From an optimization exercise on the open Yosys and OpenROAD flow, aimed at small area, a short achievable clock period and few clock cycles per item; shortcuts taken in it are not production practice.
Power figures rest on the tool's default switching activity, not on a simulated workload.

==> v11 <==
## modrm_address_register_stack_unit
module modrm_address_register_stack_unit (
  input  logic        clk_i,
  input  logic        rst_ni,
  input  logic        start,
  output logic        busy,
  input  logic [2:0]  op_i,
  input  logic [2:0]  reg_i,
  input  logic        wide_i,
  input  logic [15:0] value_i,
  input  logic [1:0]  mode_i,
  input  logic [2:0]  rm_i,
  input  logic [7:0]  disp_lo_i,
  input  logic [7:0]  disp_hi_i,
  output logic        done_o,
  output logic [15:0] read_data_o,
  output logic [15:0] address_o,
  output logic        is_register_o,
  output logic [1:0]  disp_bytes_o,
  output logic        stack_fault_o
);
  logic clr, vb;
  mars_ctrl u_ctrl (
    .clk_i  (clk_i),
    .rst_ni (rst_ni),
    .start  (start),
    .busy   (busy),
    .clr_o  (clr),
    .vb_o   (vb),
    .done_o (done_o)
  );
  mars_dp u_dp (
    .clk_i         (clk_i),
    .clr_i         (clr),
    .vb_i          (vb),
    .op_i          (op_i),
    .reg_i         (reg_i),
    .wide_i        (wide_i),
    .value_i       (value_i),
    .mode_i        (mode_i),
    .rm_i          (rm_i),
    .disp_lo_i     (disp_lo_i),
    .disp_hi_i     (disp_hi_i),
    .read_data_o   (read_data_o),
    .address_o     (address_o),
    .is_register_o (is_register_o),
    .disp_bytes_o  (disp_bytes_o),
    .stack_fault_o (stack_fault_o)
  );
endmodule
==> flow/config.mk <==
export PLATFORM = sky130hd
export DESIGN_NAME = modrm_address_register_stack_unit
export DESIGN_NICKNAME = modrm_address_register_stack_unit
export VERILOG_FILES = /design/flow/design.v
export SDC_FILE = /design/flow/constraint.sdc
export NUM_CORES = 4
export LEC_CHECK = 0
export CAP_MARGIN = 20
export CORE_MARGIN = 2
export CORE_UTILIZATION = 55
export SETUP_SLACK_MARGIN = 4.5
export SLEW_MARGIN = 20
==> flow/constraint.sdc <==
create_clock -name core_clock -period 8.0 [get_ports {clk_i}]
set_input_delay 1.6000 -clock core_clock [delete_from_list [all_inputs] [get_ports {clk_i}]]
set_output_delay 1.6000 -clock core_clock [all_outputs]
set_load 0.01 [all_outputs]
run.sh (not shown) runs the stock make flow with config.mk's settings and CLKGATE_MAP_FILE= SYNTH_SCRIPT=/design/flow/synth_recipe.tcl, a recipe that flattens the netlist after the stock synthesis.
==> v35 (differences from v11) <==
==> flow/design.v (replaced) <==
package mars_pkg;
  localparam int StackBytesDef = 256;
  localparam logic [2:0] OP_READ  = 3'd0;
  localparam logic [2:0] OP_WRITE = 3'd1;
  localparam logic [2:0] OP_EA    = 3'd2;
  localparam logic [2:0] OP_PUSH  = 3'd3;
  localparam logic [2:0] OP_POP   = 3'd4;
  localparam logic [2:0] REG_BX = 3'd3;
  localparam logic [2:0] REG_SP = 3'd4;
  localparam logic [2:0] REG_BP = 3'd5;
  localparam logic [2:0] REG_SI = 3'd6;
  localparam logic [2:0] REG_DI = 3'd7;
  localparam logic [1:0] MOD_NODISP = 2'd0;
  localparam logic [1:0] MOD_DISP8  = 2'd1;
  localparam logic [1:0] MOD_DISP16 = 2'd2;
  localparam logic [1:0] MOD_REG    = 2'd3;
  localparam logic [2:0] RM_DIRECT = 3'b110;
endpackage
module mars_dp (
  input  logic        clk_i,
  input  logic        rst_ni,
  input  logic        clr_i,
  input  logic        vb_i,
  input  logic [2:0]  op_i,
  input  logic [2:0]  reg_i,
  input  logic        wide_i,
  input  logic [15:0] value_i,
  input  logic [1:0]  mode_i,
  input  logic [2:0]  rm_i,
  input  logic [7:0]  disp_lo_i,
  input  logic [7:0]  disp_hi_i,
  output logic [15:0] read_data_o,
  output logic [15:0] address_o,
  output logic        is_register_o,
  output logic [1:0]  disp_bytes_o,
  output logic        stack_fault_o
);
  logic        direct_a, eareg_a, ea_a;
  assign ea_a     = (op_i == mars_pkg::OP_EA);
  assign direct_a = (mode_i == mars_pkg::MOD_NODISP) && (rm_i == mars_pkg::RM_DIRECT);
  assign eareg_a  = (mode_i == mars_pkg::MOD_REG);
  logic        rd_q, wr_q, ea_q, push_q, pop_q;
  logic [2:0]  sel_q, rm_q;
  logic        wide_q, hib_q;
  logic [15:0] wdata_q, disp_q;
  logic        add_q, isr_q;
  logic [1:0]  db_q;
  always_ff @(posedge clk_i) begin
    rd_q    <= (op_i == mars_pkg::OP_READ);
    wr_q    <= (op_i == mars_pkg::OP_WRITE);
    ea_q    <= ea_a;
    push_q  <= (op_i == mars_pkg::OP_PUSH);
    pop_q   <= (op_i == mars_pkg::OP_POP);
    sel_q   <= wide_i ? reg_i : {1'b0, reg_i[1:0]};
    wide_q  <= wide_i;
    hib_q   <= reg_i[2];
    wdata_q <= wide_i ? value_i : {value_i[7:0], value_i[7:0]};
    rm_q    <= rm_i;
    add_q   <= ea_a && !eareg_a && !direct_a;
    isr_q   <= ea_a && eareg_a;
    if (!ea_a || eareg_a) begin
      disp_q <= 16'd0;
      db_q   <= 2'd0;
    end else if (direct_a || mode_i == mars_pkg::MOD_DISP16) begin
      disp_q <= {disp_hi_i, disp_lo_i};
      db_q   <= 2'd2;
    end else if (mode_i == mars_pkg::MOD_DISP8) begin
      disp_q <= {{8{disp_lo_i[7]}}, disp_lo_i};
      db_q   <= 2'd1;
    end else begin
      disp_q <= 16'd0;
      db_q   <= 2'd0;
    end
  end
  logic [15:0] rf_q [8];
  logic        is_wr, is_push, is_pop;
  logic [2:0]  base_sel;
  logic [15:0] rv, base, idx;
  logic [15:0] sp;
  logic        sp_hi_zero, sp_le_top, sp_ge_n, sp_pop_fits;
  logic        push_ok, pop_ok, fault_b;
  logic [7:0]  sp_m1, sp_m2, sp_p1, sp_dn;
  logic [8:0]  sp_up;
  logic        a0_b;
  logic [6:0]  ie_b, io_b;
  assign is_wr   = vb_i & wr_q;
  assign is_push = vb_i & push_q;
  assign is_pop  = vb_i & pop_q;
  assign rv = rf_q[sel_q];
  assign sp          = rf_q[mars_pkg::REG_SP];
  assign sp_hi_zero  = (sp[15:9] == 7'd0);
  assign sp_le_top   = sp_hi_zero & (~sp[8] | (sp[7:0] == 8'd0));
  assign sp_ge_n     = (sp[15:1] != 15'd0) | (sp[0] & ~wide_q);
  assign sp_pop_fits = sp_hi_zero & ~sp[8] & ~(wide_q & (sp[7:0] == 8'hFF));
  assign push_ok     = is_push & sp_le_top & sp_ge_n;
  assign pop_ok      = is_pop & sp_pop_fits;
  assign fault_b     = (push_q & ~(sp_le_top & sp_ge_n)) | (pop_q & ~sp_pop_fits);
  assign sp_m1       = sp[7:0] - 8'd1;
  assign sp_m2       = sp[7:0] - 8'd2;
  assign sp_p1       = sp[7:0] + 8'd1;
  assign sp_dn       = wide_q ? sp_m2 : sp_m1;
  assign sp_up       = {1'b0, sp[7:0]} + {7'd0, wide_q, ~wide_q};
  always_comb begin
    if (push_q && wide_q) begin
      a0_b = sp[0];
      ie_b = sp_m1[7:1];
      io_b = sp_m2[7:1];
    end else if (push_q) begin
      a0_b = ~sp[0];
      ie_b = sp[7:1];
      io_b = sp_m1[7:1];
    end else begin
      a0_b = sp[0];
      ie_b = sp_p1[7:1];
      io_b = sp[7:1];
    end
  end
  logic [7:0] sp_hi_new, sp_lo_new;
  logic       sp_move;
  assign sp_move   = push_ok | pop_ok;
  assign sp_hi_new = {7'd0, pop_ok & sp_up[8]};
  assign sp_lo_new = push_ok ? sp_dn : sp_up[7:0];
  always_ff @(posedge clk_i) begin
    for (int i = 0; i < 8; i++) begin
      if (3'(i) == mars_pkg::REG_SP) begin
        if (clr_i || (is_wr && sel_q == 3'(i)) || sp_move) begin
          rf_q[i][15:8] <= clr_i ? 8'd1 : (is_wr ? wdata_q[15:8] : sp_hi_new);
          rf_q[i][7:0]  <= clr_i ? 8'd0 : (is_wr ? wdata_q[7:0] : sp_lo_new);
        end
      end else begin
        if (clr_i || (is_wr && sel_q == 3'(i) && (wide_q || hib_q))) begin
          rf_q[i][15:8] <= clr_i ? 8'd0 : wdata_q[15:8];
        end
        if (clr_i || (is_wr && sel_q == 3'(i) && (wide_q || !hib_q))) begin
          rf_q[i][7:0] <= clr_i ? 8'd0 : wdata_q[7:0];
        end
      end
    end
  end
  always_comb begin
    case (rm_q)
      3'd0, 3'd1, 3'd7: base_sel = mars_pkg::REG_BX;
      3'd2, 3'd3, 3'd6: base_sel = mars_pkg::REG_BP;
      3'd4:             base_sel = mars_pkg::REG_SI;
      default:          base_sel = mars_pkg::REG_DI;
    endcase
  end
  assign base = rf_q[base_sel];
  assign idx  = rm_q[2] ? 16'd0 : (rm_q[0] ? rf_q[mars_pkg::REG_DI] : rf_q[mars_pkg::REG_SI]);
  logic [15:0] x_b, y_b, base_a, idx_a, ea_s, ea_k;
  assign base_a = add_q ? base : 16'd0;
  assign idx_a  = add_q ? idx : 16'd0;
  assign ea_s   = base_a ^ idx_a ^ disp_q;
  assign ea_k   = (base_a & idx_a) | (base_a & disp_q) | (idx_a & disp_q);
  assign y_b    = ea_q ? {ea_k[14:0], 1'b0} : 16'd0;
  always_comb begin
    if (push_q) begin
      x_b = a0_b ? {wdata_q[7:0], wdata_q[15:8]} : wdata_q;
    end else if (ea_q) begin
      x_b = ea_s;
    end else if (rd_q) begin
      x_b = wide_q ? rv : hib_q ? {8'd0, rv[15:8]} : {8'd0, rv[7:0]};
    end else begin
      x_b = 16'd0;
    end
  end
  logic [15:0] x_c, y_c, z_c;
  logic [1:0]  db_c;
  logic        isr_c, flt_c, pop_c, wide_c, a0_c, we_e_c, we_o_c, ea_c, rd_c;
  logic [6:0]  ie_c, io_c;
  always_ff @(posedge clk_i or negedge rst_ni) begin
    if (!rst_ni) begin
      x_c <= 16'd0;
    end else begin
      x_c <= x_b;
    end
  end
  always_ff @(posedge clk_i) begin
    y_c    <= y_b;
    db_c   <= db_q;
    isr_c  <= isr_q;
    flt_c  <= fault_b;
    pop_c  <= pop_ok;
    wide_c <= wide_q;
    ea_c   <= ea_q;
    rd_c   <= rd_q;
    a0_c   <= a0_b;
    ie_c   <= ie_b;
    io_c   <= io_b;
    we_e_c <= push_ok & (~a0_b | wide_q);
    we_o_c <= push_ok & (a0_b | wide_q);
  end
  logic [1023:0] bank_e, bank_o;
  for (genvar i = 0; i < 128; i++) begin : g_stack
    always_ff @(posedge clk_i) begin
      if (clr_i || (we_e_c && ie_c == 7'(i))) begin
        bank_e[8*i +: 8] <= x_c[7:0];
      end
      if (clr_i || (we_o_c && io_c == 7'(i))) begin
        bank_o[8*i +: 8] <= x_c[15:8];
      end
    end
  end
  assign z_c = x_c + y_c;
  logic [1:0] db_d;
  logic       isr_d, flt_d, rsel_d, asel_d, hien_d, a0_d, ie6_d, io6_d;
  logic [7:0] e0_d, e1_d, o0_d, o1_d;
  always_ff @(posedge clk_i) begin
    db_d   <= db_c;
    isr_d  <= isr_c;
    flt_d  <= flt_c;
    rsel_d <= rd_c | pop_c;
    asel_d <= ea_c;
    hien_d <= ~pop_c | wide_c;
    a0_d   <= pop_c & a0_c;
    ie6_d  <= pop_c & ie_c[6];
    io6_d  <= pop_c & io_c[6];
    e0_d   <= pop_c ? bank_e[8*ie_c[5:0] +: 8] : z_c[7:0];
    o0_d   <= pop_c ? bank_o[8*io_c[5:0] +: 8] : z_c[15:8];
    e1_d   <= bank_e[512 + 8*ie_c[5:0] +: 8];
    o1_d   <= bank_o[512 + 8*io_c[5:0] +: 8];
  end
  logic [7:0]  rd_e, rd_o;
  logic [15:0] res_d;
  assign rd_e  = ie6_d ? e1_d : e0_d;
  assign rd_o  = io6_d ? o1_d : o0_d;
  assign res_d = {hien_d ? (a0_d ? rd_e : rd_o) : 8'd0, a0_d ? rd_o : rd_e};
  always_ff @(posedge clk_i) begin
    read_data_o   <= rsel_d ? res_d : 16'd0;
    address_o     <= asel_d ? res_d : 16'd0;
    is_register_o <= isr_d;
    disp_bytes_o  <= db_d;
    stack_fault_o <= flt_d;
  end
endmodule
module mars_ctrl (
  input  logic clk_i,
  input  logic rst_ni,
  input  logic start,
  output logic busy,
  output logic clr_o,    
  output logic vb_o,     
  output logic done_o
);
  logic rdy_q, rdy2_q, vb_q, vc_q, vd_q, done_q;
  always_ff @(posedge clk_i or negedge rst_ni) begin
    if (!rst_ni) begin
      rdy_q  <= 1'b0;
      rdy2_q <= 1'b0;
      vb_q   <= 1'b0;
      vc_q   <= 1'b0;
      vd_q   <= 1'b0;
      done_q <= 1'b0;
    end else begin
      rdy_q  <= 1'b1;
      rdy2_q <= rdy_q;
      vb_q   <= start & rdy2_q;
      vc_q   <= vb_q;
      vd_q   <= vc_q;
      done_q <= vd_q;
    end
  end
  assign busy   = ~rdy2_q;
  assign clr_o  = ~rdy_q;
  assign vb_o   = vb_q;
  assign done_o = done_q;
endmodule
module modrm_address_register_stack_unit (
  input  logic        clk_i,
  input  logic        rst_ni,
  input  logic        start,
  output logic        busy,
  input  logic [2:0]  op_i,
  input  logic [2:0]  reg_i,
  input  logic        wide_i,
  input  logic [15:0] value_i,
  input  logic [1:0]  mode_i,
  input  logic [2:0]  rm_i,
  input  logic [7:0]  disp_lo_i,
  input  logic [7:0]  disp_hi_i,
  output logic        done_o,
  output logic [15:0] read_data_o,
  output logic [15:0] address_o,
  output logic        is_register_o,
  output logic [1:0]  disp_bytes_o,
  output logic        stack_fault_o
);
  logic clr, vb;
  mars_ctrl u_ctrl (
    .clk_i  (clk_i),
    .rst_ni (rst_ni),
    .start  (start),
    .busy   (busy),
    .clr_o  (clr),
    .vb_o   (vb),
    .done_o (done_o)
  );
  mars_dp u_dp (
    .clk_i         (clk_i),
    .rst_ni        (rst_ni),
    .clr_i         (clr),
    .vb_i          (vb),
    .op_i          (op_i),
    .reg_i         (reg_i),
    .wide_i        (wide_i),
    .value_i       (value_i),
    .mode_i        (mode_i),
    .rm_i          (rm_i),
    .disp_lo_i     (disp_lo_i),
    .disp_hi_i     (disp_hi_i),
    .read_data_o   (read_data_o),
    .address_o     (address_o),
    .is_register_o (is_register_o),
    .disp_bytes_o  (disp_bytes_o),
    .stack_fault_o (stack_fault_o)
  );
endmodule
==> flow/flow/run.sh (new file) <==
#!/bin/bash
set -euo pipefail
bash standard.sh \
  MATCH_CELL_FOOTPRINT=0 \
  "BUFFER_PORTS_ARGS=-buffer_cell sky130_fd_sc_hd__buf_4" \
  finish > standard_flow.log 2>&1
==> flow/standard.sh (new file) <==
#!/bin/bash
# synth_recipe.tcl (not shown) runs the flow's synth.tcl, then flattens the netlist and writes it again
# the make line also repeats each setting of config.mk as NAME=value (left out here)
make -C /OpenROAD-flow-scripts/flow DESIGN_CONFIG=/design/flow/config.mk WORK_HOME=/design/flow/orfs CLKGATE_MAP_FILE= SYNTH_SCRIPT=/design/flow/synth_recipe.tcl "${@:-finish}"
--- a/flow/config.mk
+++ b/flow/config.mk
@@ -6,7 +6,9 @@
 export NUM_CORES = 4
 export LEC_CHECK = 0
 export CAP_MARGIN = 20
 export CORE_MARGIN = 2
 export CORE_UTILIZATION = 55
-export SETUP_SLACK_MARGIN = 4.5
+export CTS_CLUSTER_DIAMETER = 80
+export CTS_CLUSTER_SIZE = 25
+export SETUP_SLACK_MARGIN = 5
 export SLEW_MARGIN = 20
removed: flow/run.sh
==> implementation parameters <==
Parameter                              Value

Pwr
  Peak ir drop on the vdd network ... between 0.0002 and 0.00025 V

Clock network
  Setup bufs post-CTS ... 3

Run status
  Status ... timing/DRC/antenna clean

Logic synthesis
  Sequential share of the synthesized area ... 0.751

Finish
  Diodes inserted ... 1

Global route
  Global-route wire length before repair ... ~320000 um
That was v11.
==> implementation parameters <==
Parameter                              Value

Run status
  Status ... timing/DRC/antenna clean

Logic synthesis
  Sequential share of the synthesized area ... 0.744

Global route
  Global-route wire length before repair ... approximately 340000 um

Placed design
  Area after detailed placement ... ~97000 um2

Clock network
  Setup bufs post-CTS ... 17

Pwr
  Peak ir drop on the vdd network ... about 0.00019 V
That was v35.
Function was not checked in any run of this note: the RTL went through the layout flow alone.

========
==> inputs of wip/willow <==
Another version of the RTL of modrm_address_register_stack_unit (not shown whole).
Settings: LEC_CHECK=0, CAP_MARGIN=20, CORE_MARGIN=2, CORE_UTILIZATION=55, CTS_CLUSTER_DIAMETER=80, CTS_CLUSTER_SIZE=25, SETUP_SLACK_MARGIN=5, SLEW_MARGIN=20; clock period 8.0 ns.
standard.sh (not shown) runs the stock make flow with config.mk's settings and CLKGATE_MAP_FILE= SYNTH_SCRIPT=/design/flow/synth_recipe.tcl, a recipe that flattens the netlist after the stock synthesis.
==> flow/flow/run.sh <==
#!/bin/bash
set -euo pipefail
bash standard.sh \
  MATCH_CELL_FOOTPRINT=0 \
  "BUFFER_PORTS_ARGS=-buffer_cell sky130_fd_sc_hd__buf_4" \
  finish > standard_flow.log 2>&1
==> wip/nickel: changes against wip/willow <==
==> flow/design.v, changed modules only <==
module mars_dp (
  input  logic        clk_i,
  input  logic        rst_ni,
  input  logic        clr_i,
  input  logic        vb_i,
  input  logic [2:0]  op_i,
  input  logic [2:0]  reg_i,
  input  logic        wide_i,
  input  logic [15:0] value_i,
  input  logic [1:0]  mode_i,
  input  logic [2:0]  rm_i,
  input  logic [7:0]  disp_lo_i,
  input  logic [7:0]  disp_hi_i,
  output logic [15:0] read_data_o,
  output logic [15:0] address_o,
  output logic        is_register_o,
  output logic [1:0]  disp_bytes_o,
  output logic        stack_fault_o
);
  logic        direct_a, eareg_a, ea_a;
  assign ea_a     = (op_i == mars_pkg::OP_EA);
  assign direct_a = (mode_i == mars_pkg::MOD_NODISP) && (rm_i == mars_pkg::RM_DIRECT);
  assign eareg_a  = (mode_i == mars_pkg::MOD_REG);
  logic        rd_r, wr_r, ea_r, push_r, pop_r;
  logic [2:0]  sel_r, rm_r;
  logic        wide_r, hib_r;
  logic [15:0] wdata_r, disp_r;
  logic        add_r, isr_r;
  logic [1:0]  db_r;
  always_comb begin
    rd_r    = (op_i == mars_pkg::OP_READ);
    wr_r    = (op_i == mars_pkg::OP_WRITE);
    ea_r    = ea_a;
    push_r  = (op_i == mars_pkg::OP_PUSH);
    pop_r   = (op_i == mars_pkg::OP_POP);
    sel_r   = wide_i ? reg_i : {1'b0, reg_i[1:0]};
    wide_r  = wide_i;
    hib_r   = reg_i[2];
    wdata_r = wide_i ? value_i : {value_i[7:0], value_i[7:0]};
    rm_r    = rm_i;
    add_r   = ea_a && !eareg_a && !direct_a;
    isr_r   = ea_a && eareg_a;
    if (!ea_a || eareg_a) begin
      disp_r = 16'd0;
      db_r   = 2'd0;
    end else if (direct_a || mode_i == mars_pkg::MOD_DISP16) begin
      disp_r = {disp_hi_i, disp_lo_i};
      db_r   = 2'd2;
    end else if (mode_i == mars_pkg::MOD_DISP8) begin
      disp_r = {{8{disp_lo_i[7]}}, disp_lo_i};
      db_r   = 2'd1;
    end else begin
      disp_r = 16'd0;
      db_r   = 2'd0;
    end
  end
  logic [15:0] rf_q [8];
  logic        is_wr, is_push, is_pop;
  logic [2:0]  base_sel;
  logic [15:0] rv, base, idx;
  logic [15:0] sp;
  logic        sp_hi_zero, sp_le_top, sp_ge_n, sp_pop_fits;
  logic        push_ok, pop_ok, fault_b;
  logic [7:0]  sp_m1, sp_m2, sp_p1, sp_dn;
  logic [8:0]  sp_up;
  logic        a0_b;
  logic [6:0]  ie_b, io_b;
  assign is_wr   = vb_i & wr_r;
  assign is_push = vb_i & push_r;
  assign is_pop  = vb_i & pop_r;
  assign rv = rf_q[sel_r];
  assign sp          = rf_q[mars_pkg::REG_SP];
  assign sp_hi_zero  = (sp[15:9] == 7'd0);
  assign sp_le_top   = sp_hi_zero & (~sp[8] | (sp[7:0] == 8'd0));
  assign sp_ge_n     = (sp[15:1] != 15'd0) | (sp[0] & ~wide_r);
  assign sp_pop_fits = sp_hi_zero & ~sp[8] & ~(wide_r & (sp[7:0] == 8'hFF));
  assign push_ok     = is_push & sp_le_top & sp_ge_n;
  assign pop_ok      = is_pop & sp_pop_fits;
  assign fault_b     = (push_r & ~(sp_le_top & sp_ge_n)) | (pop_r & ~sp_pop_fits);
  assign sp_m1       = sp[7:0] - 8'd1;
  assign sp_m2       = sp[7:0] - 8'd2;
  assign sp_p1       = sp[7:0] + 8'd1;
  assign sp_dn       = wide_r ? sp_m2 : sp_m1;
  assign sp_up       = {1'b0, sp[7:0]} + {7'd0, wide_r, ~wide_r};
  always_comb begin
    if (push_r && wide_r) begin
      a0_b = sp[0];
      ie_b = sp_m1[7:1];
      io_b = sp_m2[7:1];
    end else if (push_r) begin
      a0_b = ~sp[0];
      ie_b = sp[7:1];
      io_b = sp_m1[7:1];
    end else begin
      a0_b = sp[0];
      ie_b = sp_p1[7:1];
      io_b = sp[7:1];
    end
  end
  logic [7:0] sp_hi_new, sp_lo_new;
  logic       sp_move;
  assign sp_move   = push_ok | pop_ok;
  assign sp_hi_new = {7'd0, pop_ok & sp_up[8]};
  assign sp_lo_new = push_ok ? sp_dn : sp_up[7:0];
  always_ff @(posedge clk_i) begin
    for (int i = 0; i < 8; i++) begin
      if (3'(i) == mars_pkg::REG_SP) begin
        if (clr_i || (is_wr && sel_r == 3'(i)) || sp_move) begin
          rf_q[i][15:8] <= clr_i ? 8'd1 : (is_wr ? wdata_r[15:8] : sp_hi_new);
          rf_q[i][7:0]  <= clr_i ? 8'd0 : (is_wr ? wdata_r[7:0] : sp_lo_new);
        end
      end else begin
        if (clr_i || (is_wr && sel_r == 3'(i) && (wide_r || hib_r))) begin
          rf_q[i][15:8] <= clr_i ? 8'd0 : wdata_r[15:8];
        end
        if (clr_i || (is_wr && sel_r == 3'(i) && (wide_r || !hib_r))) begin
          rf_q[i][7:0] <= clr_i ? 8'd0 : wdata_r[7:0];
        end
      end
    end
  end
  always_comb begin
    case (rm_r)
      3'd0, 3'd1, 3'd7: base_sel = mars_pkg::REG_BX;
      3'd2, 3'd3, 3'd6: base_sel = mars_pkg::REG_BP;
      3'd4:             base_sel = mars_pkg::REG_SI;
      default:          base_sel = mars_pkg::REG_DI;
    endcase
  end
  assign base = rf_q[base_sel];
  assign idx  = rm_r[2] ? 16'd0 : (rm_r[0] ? rf_q[mars_pkg::REG_DI] : rf_q[mars_pkg::REG_SI]);
  logic [15:0] x_b, y_b, base_a, idx_a, ea_s, ea_k;
  assign base_a = add_r ? base : 16'd0;
  assign idx_a  = add_r ? idx : 16'd0;
  assign ea_s   = base_a ^ idx_a ^ disp_r;
  assign ea_k   = (base_a & idx_a) | (base_a & disp_r) | (idx_a & disp_r);
  assign y_b    = ea_r ? {ea_k[14:0], 1'b0} : 16'd0;
  always_comb begin
    if (push_r) begin
      x_b = a0_b ? {wdata_r[7:0], wdata_r[15:8]} : wdata_r;
    end else if (ea_r) begin
      x_b = ea_s;
    end else if (rd_r) begin
      x_b = wide_r ? rv : hib_r ? {8'd0, rv[15:8]} : {8'd0, rv[7:0]};
    end else begin
      x_b = 16'd0;
    end
  end
  logic [15:0] x_c, y_c, z_c;
  logic [1:0]  db_c;
  logic        isr_c, flt_c, pop_c, wide_c, a0_c, we_e_c, we_o_c, ea_c, rd_c;
  logic [6:0]  ie_c, io_c;
  always_ff @(posedge clk_i or negedge rst_ni) begin
    if (!rst_ni) begin
      x_c <= 16'd0;
    end else begin
      x_c <= x_b;
    end
  end
  always_ff @(posedge clk_i) begin
    y_c    <= y_b;
    db_c   <= db_r;
    isr_c  <= isr_r;
    flt_c  <= fault_b;
    pop_c  <= pop_ok;
    wide_c <= wide_r;
    ea_c   <= ea_r;
    rd_c   <= rd_r;
    a0_c   <= a0_b;
    ie_c   <= ie_b;
    io_c   <= io_b;
    we_e_c <= push_ok & (~a0_b | wide_r);
    we_o_c <= push_ok & (a0_b | wide_r);
  end
  logic [1023:0] bank_e, bank_o;
  for (genvar i = 0; i < 128; i++) begin : g_stack
    always_ff @(posedge clk_i) begin
      if (clr_i || (we_e_c && ie_c == 7'(i))) begin
        bank_e[8*i +: 8] <= x_c[7:0];
      end
      if (clr_i || (we_o_c && io_c == 7'(i))) begin
        bank_o[8*i +: 8] <= x_c[15:8];
      end
    end
  end
  assign z_c = x_c + y_c;
  logic [1:0] db_d;
  logic       isr_d, flt_d, rsel_d, asel_d, hien_d, a0_d, ie6_d, io6_d;
  logic [7:0] e0_d, e1_d, o0_d, o1_d;
  always_ff @(posedge clk_i) begin
    db_d   <= db_c;
    isr_d  <= isr_c;
    flt_d  <= flt_c;
    rsel_d <= rd_c | pop_c;
    asel_d <= ea_c;
    hien_d <= ~pop_c | wide_c;
    a0_d   <= pop_c & a0_c;
    ie6_d  <= pop_c & ie_c[6];
    io6_d  <= pop_c & io_c[6];
    e0_d   <= pop_c ? bank_e[8*ie_c[5:0] +: 8] : z_c[7:0];
    o0_d   <= pop_c ? bank_o[8*io_c[5:0] +: 8] : z_c[15:8];
    e1_d   <= bank_e[512 + 8*ie_c[5:0] +: 8];
    o1_d   <= bank_o[512 + 8*io_c[5:0] +: 8];
  end
  logic [7:0]  rd_e, rd_o;
  logic [15:0] res_d;
  assign rd_e  = ie6_d ? e1_d : e0_d;
  assign rd_o  = io6_d ? o1_d : o0_d;
  assign res_d = {hien_d ? (a0_d ? rd_e : rd_o) : 8'd0, a0_d ? rd_o : rd_e};
  always_ff @(posedge clk_i) begin
    read_data_o   <= rsel_d ? res_d : 16'd0;
    address_o     <= asel_d ? res_d : 16'd0;
    is_register_o <= isr_d;
    disp_bytes_o  <= db_d;
    stack_fault_o <= flt_d;
  end
endmodule
module mars_ctrl (
  input  logic clk_i,
  input  logic rst_ni,
  input  logic start,
  output logic busy,
  output logic clr_o,    
  output logic vb_o,     
  output logic done_o
);
  logic clr_q, rdy_q, vc_q, vd_q, done_q;
  always_ff @(posedge clk_i or negedge rst_ni) begin
    if (!rst_ni) begin
      clr_q  <= 1'b1;
      rdy_q  <= 1'b0;
      vc_q   <= 1'b0;
      vd_q   <= 1'b0;
      done_q <= 1'b0;
    end else begin
      clr_q  <= 1'b0;
      rdy_q  <= 1'b1;
      vc_q   <= start & ~clr_q;
      vd_q   <= vc_q;
      done_q <= vd_q;
    end
  end
  assign busy   = ~rdy_q;
  assign clr_o  = clr_q;
  assign vb_o   = start & ~clr_q;
  assign done_o = done_q;
endmodule
==> wip/harbor: changes against wip/willow <==
==> flow/design.v, changed modules only <==
module mars_dp (
  input  logic        clk_i,
  input  logic        rst_ni,
  input  logic        clr_i,
  input  logic        vb_i,
  input  logic [2:0]  op_i,
  input  logic [2:0]  reg_i,
  input  logic        wide_i,
  input  logic [15:0] value_i,
  input  logic [1:0]  mode_i,
  input  logic [2:0]  rm_i,
  input  logic [7:0]  disp_lo_i,
  input  logic [7:0]  disp_hi_i,
  output logic [15:0] read_data_o,
  output logic [15:0] address_o,
  output logic        is_register_o,
  output logic [1:0]  disp_bytes_o,
  output logic        stack_fault_o
);
  logic        direct_a, eareg_a, ea_a;
  assign ea_a     = (op_i == mars_pkg::OP_EA);
  assign direct_a = (mode_i == mars_pkg::MOD_NODISP) && (rm_i == mars_pkg::RM_DIRECT);
  assign eareg_a  = (mode_i == mars_pkg::MOD_REG);
  logic        rd_r, wr_r, ea_r, push_r, pop_r;
  logic [2:0]  sel_r, rm_r;
  logic        wide_r, hib_r;
  logic [15:0] wdata_r, disp_r;
  logic        add_r, isr_r;
  logic [1:0]  db_r;
  always_comb begin
    rd_r    = (op_i == mars_pkg::OP_READ);
    wr_r    = (op_i == mars_pkg::OP_WRITE);
    ea_r    = ea_a;
    push_r  = (op_i == mars_pkg::OP_PUSH);
    pop_r   = (op_i == mars_pkg::OP_POP);
    sel_r   = wide_i ? reg_i : {1'b0, reg_i[1:0]};
    wide_r  = wide_i;
    hib_r   = reg_i[2];
    wdata_r = wide_i ? value_i : {value_i[7:0], value_i[7:0]};
    rm_r    = rm_i;
    add_r   = ea_a && !eareg_a && !direct_a;
    isr_r   = ea_a && eareg_a;
    if (!ea_a || eareg_a) begin
      disp_r = 16'd0;
      db_r   = 2'd0;
    end else if (direct_a || mode_i == mars_pkg::MOD_DISP16) begin
      disp_r = {disp_hi_i, disp_lo_i};
      db_r   = 2'd2;
    end else if (mode_i == mars_pkg::MOD_DISP8) begin
      disp_r = {{8{disp_lo_i[7]}}, disp_lo_i};
      db_r   = 2'd1;
    end else begin
      disp_r = 16'd0;
      db_r   = 2'd0;
    end
  end
  logic [15:0] rf_q [8];
  logic        is_wr, is_push, is_pop;
  logic [2:0]  base_sel;
  logic [15:0] rv, base, idx;
  logic [15:0] sp;
  logic        sp_hi_zero, sp_le_top, sp_ge_n, sp_pop_fits;
  logic        push_ok, pop_ok, fault_b;
  logic [7:0]  sp_m1, sp_m2, sp_p1, sp_dn;
  logic [8:0]  sp_up;
  logic        a0_b;
  logic [6:0]  ie_b, io_b;
  assign is_wr   = vb_i & wr_r;
  assign is_push = vb_i & push_r;
  assign is_pop  = vb_i & pop_r;
  assign rv = rf_q[sel_r];
  assign sp          = rf_q[mars_pkg::REG_SP];
  assign sp_hi_zero  = (sp[15:9] == 7'd0);
  assign sp_le_top   = sp_hi_zero & (~sp[8] | (sp[7:0] == 8'd0));
  assign sp_ge_n     = (sp[15:1] != 15'd0) | (sp[0] & ~wide_r);
  assign sp_pop_fits = sp_hi_zero & ~sp[8] & ~(wide_r & (sp[7:0] == 8'hFF));
  assign push_ok     = is_push & sp_le_top & sp_ge_n;
  assign pop_ok      = is_pop & sp_pop_fits;
  assign fault_b     = (push_r & ~(sp_le_top & sp_ge_n)) | (pop_r & ~sp_pop_fits);
  assign sp_m1       = sp[7:0] - 8'd1;
  assign sp_m2       = sp[7:0] - 8'd2;
  assign sp_p1       = sp[7:0] + 8'd1;
  assign sp_dn       = wide_r ? sp_m2 : sp_m1;
  assign sp_up       = {1'b0, sp[7:0]} + {7'd0, wide_r, ~wide_r};
  always_comb begin
    if (push_r && wide_r) begin
      a0_b = sp[0];
      ie_b = sp_m1[7:1];
      io_b = sp_m2[7:1];
    end else if (push_r) begin
      a0_b = ~sp[0];
      ie_b = sp[7:1];
      io_b = sp_m1[7:1];
    end else begin
      a0_b = sp[0];
      ie_b = sp_p1[7:1];
      io_b = sp[7:1];
    end
  end
  logic [7:0] sp_hi_new, sp_lo_new;
  logic       sp_move;
  assign sp_move   = push_ok | pop_ok;
  assign sp_hi_new = {7'd0, pop_ok & sp_up[8]};
  assign sp_lo_new = push_ok ? sp_dn : sp_up[7:0];
  always_ff @(posedge clk_i) begin
    for (int i = 0; i < 8; i++) begin
      if (3'(i) == mars_pkg::REG_SP) begin
        if (clr_i || (is_wr && sel_r == 3'(i)) || sp_move) begin
          rf_q[i][15:8] <= clr_i ? 8'd1 : (is_wr ? wdata_r[15:8] : sp_hi_new);
          rf_q[i][7:0]  <= clr_i ? 8'd0 : (is_wr ? wdata_r[7:0] : sp_lo_new);
        end
      end else begin
        if (clr_i || (is_wr && sel_r == 3'(i) && (wide_r || hib_r))) begin
          rf_q[i][15:8] <= clr_i ? 8'd0 : wdata_r[15:8];
        end
        if (clr_i || (is_wr && sel_r == 3'(i) && (wide_r || !hib_r))) begin
          rf_q[i][7:0] <= clr_i ? 8'd0 : wdata_r[7:0];
        end
      end
    end
  end
  always_comb begin
    case (rm_r)
      3'd0, 3'd1, 3'd7: base_sel = mars_pkg::REG_BX;
      3'd2, 3'd3, 3'd6: base_sel = mars_pkg::REG_BP;
      3'd4:             base_sel = mars_pkg::REG_SI;
      default:          base_sel = mars_pkg::REG_DI;
    endcase
  end
  assign base = rf_q[base_sel];
  assign idx  = rm_r[2] ? 16'd0 : (rm_r[0] ? rf_q[mars_pkg::REG_DI] : rf_q[mars_pkg::REG_SI]);
  logic [15:0] x_b, y_b, base_a, idx_a, ea_s, ea_k;
  assign base_a = add_r ? base : 16'd0;
  assign idx_a  = add_r ? idx : 16'd0;
  assign ea_s   = base_a ^ idx_a ^ disp_r;
  assign ea_k   = (base_a & idx_a) | (base_a & disp_r) | (idx_a & disp_r);
  assign y_b    = ea_r ? {ea_k[14:0], 1'b0} : 16'd0;
  always_comb begin
    if (push_r) begin
      x_b = a0_b ? {wdata_r[7:0], wdata_r[15:8]} : wdata_r;
    end else if (ea_r) begin
      x_b = ea_s;
    end else if (rd_r) begin
      x_b = wide_r ? rv : hib_r ? {8'd0, rv[15:8]} : {8'd0, rv[7:0]};
    end else begin
      x_b = 16'd0;
    end
  end
  logic [15:0] x_c, y_c, z_c;
  logic [1:0]  db_c;
  logic        isr_c, flt_c, pop_c, wide_c, a0_c, we_e_c, we_o_c, ea_c, rd_c;
  logic [6:0]  ie_c, io_c;
  always_ff @(posedge clk_i or negedge rst_ni) begin
    if (!rst_ni) begin
      x_c <= 16'd0;
    end else begin
      x_c <= x_b;
    end
  end
  always_ff @(posedge clk_i) begin
    y_c    <= y_b;
    db_c   <= db_r;
    isr_c  <= isr_r;
    flt_c  <= fault_b;
    pop_c  <= pop_ok;
    wide_c <= wide_r;
    ea_c   <= ea_r;
    rd_c   <= rd_r;
    a0_c   <= a0_b;
    ie_c   <= ie_b;
    io_c   <= io_b;
    we_e_c <= push_ok & (~a0_b | wide_r);
    we_o_c <= push_ok & (a0_b | wide_r);
  end
  logic [1023:0] bank_e, bank_o;
  for (genvar i = 0; i < 128; i++) begin : g_stack
    always_ff @(posedge clk_i) begin
      if (clr_i || (we_e_c && ie_c == 7'(i))) begin
        bank_e[8*i +: 8] <= x_c[7:0];
      end
      if (clr_i || (we_o_c && io_c == 7'(i))) begin
        bank_o[8*i +: 8] <= x_c[15:8];
      end
    end
  end
  assign z_c = x_c + y_c;
  logic [1:0] db_d;
  logic       isr_d, flt_d, rsel_d, asel_d, hien_d, a0_d, ie6_d, io6_d;
  logic [7:0] e0_d, e1_d, o0_d, o1_d;
  always_ff @(posedge clk_i) begin
    db_d   <= db_c;
    isr_d  <= isr_c;
    flt_d  <= flt_c;
    rsel_d <= rd_c | pop_c;
    asel_d <= ea_c;
    hien_d <= ~pop_c | wide_c;
    a0_d   <= pop_c & a0_c;
    ie6_d  <= pop_c & ie_c[6];
    io6_d  <= pop_c & io_c[6];
    e0_d   <= pop_c ? bank_e[8*ie_c[5:0] +: 8] : z_c[7:0];
    o0_d   <= pop_c ? bank_o[8*io_c[5:0] +: 8] : z_c[15:8];
    e1_d   <= bank_e[512 + 8*ie_c[5:0] +: 8];
    o1_d   <= bank_o[512 + 8*io_c[5:0] +: 8];
  end
  logic [7:0]  rd_e, rd_o;
  logic [15:0] res_d;
  assign rd_e  = ie6_d ? e1_d : e0_d;
  assign rd_o  = io6_d ? o1_d : o0_d;
  assign res_d = {hien_d ? (a0_d ? rd_e : rd_o) : 8'd0, a0_d ? rd_o : rd_e};
  always_ff @(posedge clk_i) begin
    read_data_o   <= rsel_d ? res_d : 16'd0;
    address_o     <= asel_d ? res_d : 16'd0;
    is_register_o <= isr_d;
    disp_bytes_o  <= db_d;
    stack_fault_o <= flt_d;
  end
endmodule
module mars_ctrl (
  input  logic clk_i,
  input  logic rst_ni,
  input  logic start,
  output logic busy,
  output logic clr_o,    
  output logic vb_o,     
  output logic done_o
);
  logic clr_q, rdy_q, vc_q, vd_q, done_q;
  always_ff @(posedge clk_i or negedge rst_ni) begin
    if (!rst_ni) begin
      clr_q  <= 1'b1;
      rdy_q  <= 1'b0;
      vc_q   <= 1'b0;
      vd_q   <= 1'b0;
      done_q <= 1'b0;
    end else begin
      clr_q  <= 1'b0;
      rdy_q  <= 1'b1;
      vc_q   <= start & ~clr_q;
      vd_q   <= vc_q;
      done_q <= vd_q;
    end
  end
  assign busy   = ~rdy_q;
  assign clr_o  = clr_q;
  assign vb_o   = start & ~clr_q;
  assign done_o = done_q;
endmodule
- CORE_UTILIZATION: 55 -> 65
==> notes <==
- In register-to-register slack, wip/nickel and wip/harbor hardly differ.
- Against wip/nickel, the die area of wip/willow is smaller by 1.8%.
- The highest clock-buffer cell count belongs to wip/harbor, the lowest to wip/nickel.
- Between wip/harbor and wip/willow, the lower first-iteration DRC count is in wip/harbor (gap 49%, measured against wip/willow).
- Clock skew, highest first: wip/willow, wip/nickel, wip/harbor.
==> figures <==
quantity                                                                        wip/nickel               wip/willow               wip/harbor
Status                                                             complete, no violations  complete, no violations  complete, no violations
Clock buf/inv share                                                                  3.88%                    4.05%                    3.31%
Largest voltage drop on the vdd net                                               0.227 mV                 0.245 mV                 0.256 mV
Number of antenna violations at the first check in global routing                        4                       21                        6
Maximum fanout count along the critical path                                             6                       39                        7
Share of the synthesized area in compound gates (AO/OA/AOI/OAI)                      5.46%                    10.7%                    5.46%
Timing-limited maximum frequency                                                 0.321 GHz                0.308 GHz                0.320 GHz
Start of the worst register-to-register path                                  u_dp.ie_c[0]            u_dp.iel_c[1]             u_dp.ie_c[3]
Power density normalized to cell area                                          245 nW/um^2              245 nW/um^2              241 nW/um^2
Number of cells in the design after placement                                         6854                     8038                     6531
Seq_cells                                                                             2315                     2331                     2315
Final standard cell count with taps included and fillers excluded                     7156                     8354                     6840
No run of this note included a check of the RTL's function; only the layout flow was run.

[re-timing with driven ports]
Ports are ideal in the flow. The routed layouts listed here were re-timed in OpenROAD. Step 1 assumes that a clkbuf_16 drives the clock port and a buf_2 every other input. Step 2 moves the port delays by t, midway between the first and last clock arrival at a register: inputs arrive t later, outputs are due t later. That takes back most of the time a late clock gives input paths. a / b / c = ideal ports / drivers / drivers and shift; a / b = the first two.
run | t (ns) | slack for setup (ns) | worst hold slack (ns) | worst setup path after step 2 | worst register clock-pin slew, ns
v11 | 0.923 | 4.613 / 4.532 / 4.245 | 0.322 / 0.322 / 0.322 | input to register | 0.07 / 0.07
v35 | 0.841 | 4.909 / 4.909 / 4.719 | 0.332 / 0.332 / 0.332 | input to register | 0.11 / 0.11
wip/willow | 0.882 | 4.748 / 4.748 / 4.096 | 0.331 / 0.331 / 0.331 | input to register | 0.11 / 0.11
wip/nickel | 0.847 | 4.882 / 4.909 / 4.062 | 0.334 / 0.334 / 0.334 | input to register | 0.11 / 0.11
wip/harbor | 0.833 | 4.877 / 4.915 / 4.082 | 0.335 / 0.335 / 0.335 | input to register | 0.11 / 0.11
After both steps setup and hold are still met in every run listed. The setup slack of wip/nickel, which loses most, moves by +0.027 ns with the drivers and by -0.820 ns with both steps.
